From an optimization exercise on the open Yosys and OpenROAD flow, aimed at small area; shortcuts taken in it are not production practice.
The RTL was checked by simulation tests, not by an equivalence proof against the original design.
Power and IR drop assume default switching activity.

==> module tx_id_collector, before the edit <==
module tx_id_collector #(
    parameter int MAX_TX_ID      = miner_pkg::MAX_TX_ID_DEFAULT,
    parameter int TIMEOUT_CYCLES = 1_000_000
) (
    input  logic                                clk,
    input  logic                                rst,
    input  logic [7:0]                          rx_data,
    input  logic                                rx_valid,
    output logic [MAX_TX_ID*miner_pkg::TX_ID_WIDTH-1:0] TX_ID_input,
    output logic [7:0]                          total_TX_ID,
    output logic                                TX_ID_valid,
    output logic                                busy,
    output logic                                frame_error
);
    localparam int W = miner_pkg::TX_ID_WIDTH;
    logic              r_busy;
    logic [1:0]        r_m;         
    logic [4:0]        r_byte;      
    logic [1:0]        r_slot;      
    logic [4*W-1:0]    r_asm;
    logic [4*W-1:0]    r_txid;
    logic [2:0]        r_total;
    logic              r_tx_valid;
    logic              r_err;
    logic [4*W-1:0]    w_asm_next;
    logic [4*W-1:0]    w_asm_d;
    logic [4*W-1:0]    w_txid_d;
    logic              w_last;
    logic              w_done;
    logic              w_count_ok;
    logic              w_expired;
    byte_timeout_timer #(
        .TIMEOUT_CYCLES (TIMEOUT_CYCLES)
    ) u_timer (
        .clk     (clk),
        .rst     (rst),
        .clear   (rx_valid || !r_busy),
        .enable  (r_busy),
        .expired (w_expired)
    );
    assign w_count_ok = (rx_data[7:3] == 5'd0) && (rx_data[2:0] != 3'd0) &&
                        (rx_data[2:0] <= 3'd4);
    assign w_last     = (r_byte == 5'd31) && (r_slot == r_m);
    assign w_done     = r_busy && rx_valid && w_last;
    logic [3:0] w_is_m;     
    logic [3:0] w_above;    
    logic [7:0] w_bot [4];
    always_comb begin
        for (int s = 0; s < 4; s++) begin
            w_is_m[s]  = (r_m == 2'(s));
            w_above[s] = (r_m > 2'(s));
        end
    end
    for (genvar s = 0; s < 3; s++) begin : g_bot
        hold_mux #(.W(8)) u_bot (
            .sel   (w_is_m[s]),
            .sel_n (w_above[s]),
            .a     (rx_data),
            .b     (r_asm[(s+1)*W + W-8 +: 8]),
            .y     (w_bot[s])
        );
    end
    assign w_bot[3] = {8{w_is_m[3]}} & rx_data;
    always_comb begin
        for (int s = 0; s < 4; s++) begin
            w_asm_next[s*W +: W] = {r_asm[s*W +: W-8], w_bot[s]};
        end
    end
    hold_mux #(.W(4*W)) u_asm_mux (
        .sel   (rx_valid),
        .sel_n (!rx_valid),
        .a     (w_asm_next),
        .b     (r_asm),
        .y     (w_asm_d)
    );
    always_ff @(posedge clk) begin
        r_asm <= w_asm_d;
    end
    always_ff @(posedge clk) begin
        if (!r_busy) begin
            r_byte <= 5'd0;
            r_slot <= 2'd0;
        end else if (rx_valid) begin
            r_byte <= r_byte + 5'd1;
            if (r_byte == 5'd31) begin
                r_slot <= r_slot + 2'd1;
            end
        end
    end
    always_ff @(posedge clk) begin
        if (!r_busy && rx_valid) begin
            r_m <= 2'(rx_data[2:0] - 3'd1);
        end
    end
    hold_mux #(.W(4*W)) u_txid_mux (
        .sel   (w_done),
        .sel_n (!w_done),
        .a     (w_asm_next),
        .b     (r_txid),
        .y     (w_txid_d)
    );
    always_ff @(posedge clk or posedge rst) begin
        if (rst) begin
            r_txid <= '0;
        end else begin
            r_txid <= w_txid_d;
        end
    end
    always_ff @(posedge clk or posedge rst) begin
        if (rst) begin
            r_total <= 3'd0;
        end else if (w_done) begin
            r_total <= 3'({1'b0, r_m}) + 3'd1;
        end
    end
    always_ff @(posedge clk or posedge rst) begin
        if (rst) begin
            r_busy     <= 1'b0;
            r_tx_valid <= 1'b0;
            r_err      <= 1'b0;
        end else begin
            r_tx_valid <= w_done;
            r_err      <= r_busy ? (!rx_valid && w_expired) : (rx_valid && !w_count_ok);
            if (!r_busy) begin
                r_busy <= rx_valid && w_count_ok;
            end else if (rx_valid ? w_last : w_expired) begin
                r_busy <= 1'b0;
            end
        end
    end
    assign TX_ID_input = r_txid;
    assign total_TX_ID = {5'd0, r_total};
    assign TX_ID_valid = r_tx_valid;
    assign frame_error = r_err;
    assign busy        = r_busy;
endmodule
export LEC_CHECK = 0
export CAP_MARGIN = 20
export CORE_MARGIN = 2
export CORE_UTILIZATION = 70
export SLEW_MARGIN = 20
export SYNTH_HIERARCHICAL = 1
create_clock -name core_clock -period 6.0 [get_ports {clk}]
standard.sh (not shown) runs the stock make flow with config.mk's settings and CLKGATE_MAP_FILE= SYNTH_SCRIPT=/design/flow/synth_recipe.tcl, a recipe that flattens the netlist after the stock synthesis.
==> flow/flow/run.sh <==
#!/bin/bash
# The standard ORFS layout (standard.sh), with two changes:
#  - ports are buffered with the smallest buffer (buf_1) instead of the
#    buffer that buffer_ports picks by default;
#  - clock tree: clkbuf_8 buffers, sinks clustered 16 to a buffer within
#    60 um, and no dummy loads.
# The whole make output goes to standard_flow.log; ORFS keeps each step's
# log under orfs/logs/.
set -euo pipefail
cd "$(dirname "$0")/.."
export BUFFER_PORTS_ARGS="-buffer_cell sky130_fd_sc_hd__buf_1"
export CTS_ARGS="-sink_clustering_enable -repair_clock_nets -dont_use_dummy_load -buf_list sky130_fd_sc_hd__clkbuf_8 -sink_clustering_size 16 -sink_clustering_max_diameter 60"
bash standard.sh > standard_flow.log 2>&1
Rerun with:
--- a/flow/design.v
+++ b/flow/design.v
@@ -72,26 +72,12 @@
     assign w_last     = (r_byte == 5'd31) && (r_slot == r_m);
     assign w_done     = r_busy && rx_valid && w_last;
-    logic [3:0] w_is_m;     
-    logic [3:0] w_above;    
-    logic [7:0] w_bot [4];
     always_comb begin
         for (int s = 0; s < 4; s++) begin
-            w_is_m[s]  = (r_m == 2'(s));
-            w_above[s] = (r_m > 2'(s));
-        end
-    end
-    for (genvar s = 0; s < 3; s++) begin : g_bot
-        hold_mux #(.W(8)) u_bot (
-            .sel   (w_is_m[s]),
-            .sel_n (w_above[s]),
-            .a     (rx_data),
-            .b     (r_asm[(s+1)*W + W-8 +: 8]),
-            .y     (w_bot[s])
-        );
-    end
-    assign w_bot[3] = {8{w_is_m[3]}} & rx_data;
-    always_comb begin
-        for (int s = 0; s < 4; s++) begin
-            w_asm_next[s*W +: W] = {r_asm[s*W +: W-8], w_bot[s]};
+            w_asm_next[s*W +: W] = {r_asm[s*W +: W-8], 8'h00};
+            if (r_m == 2'(s)) begin
+                w_asm_next[s*W +: 8] = rx_data;
+            end else if (s < 3 && r_m > 2'(s)) begin
+                w_asm_next[s*W +: 8] = r_asm[(s+1)*W + W-8 +: 8];
+            end
         end
     end
The new run passed the timing, design-rule and antenna checks.
Total power increases by 0.41%.
Routed wire length decreases by 1.1%.
Clock skew increases by 0.014 ns.
Area after synthesis is about the same.
Worst hold slack got worse by 0.013 ns.
Design area hardly moves.
Cell count stays flat.

==> afterwards: timing with drivers on the ports <==
How much do the figures lean on ideal ports? The routed layouts below were timed once more, with nothing changed but the port constraints.
Step 1: set_driving_cell puts a clkbuf_16 on clk and a buf_2 on each other input, an assumption about the parent block.
Step 2, shift: input delay + t, output delay - t, t = (earliest + latest rising clock arrival at the registers) / 2. This alone moves slack from input paths to output paths.
Three values: ideal ports, drivers, drivers and shift; two values: the first two.
run	shift t [ns]	setup WS [ns]	clock arrival spread, ns	worst register clock-pin slew, ns
the first run	0.920	2.275 / 2.275 / 1.701	0.047 / 0.048	0.10 / 0.10
the second run	0.911	2.468 / 2.468 / 1.839	0.074 / 0.074	0.10 / 0.10
After both steps setup and hold are still met in every run listed. For the second run, which loses most, drivers alone change the setup slack by 0.000 ns; drivers and shift together by -0.629 ns.
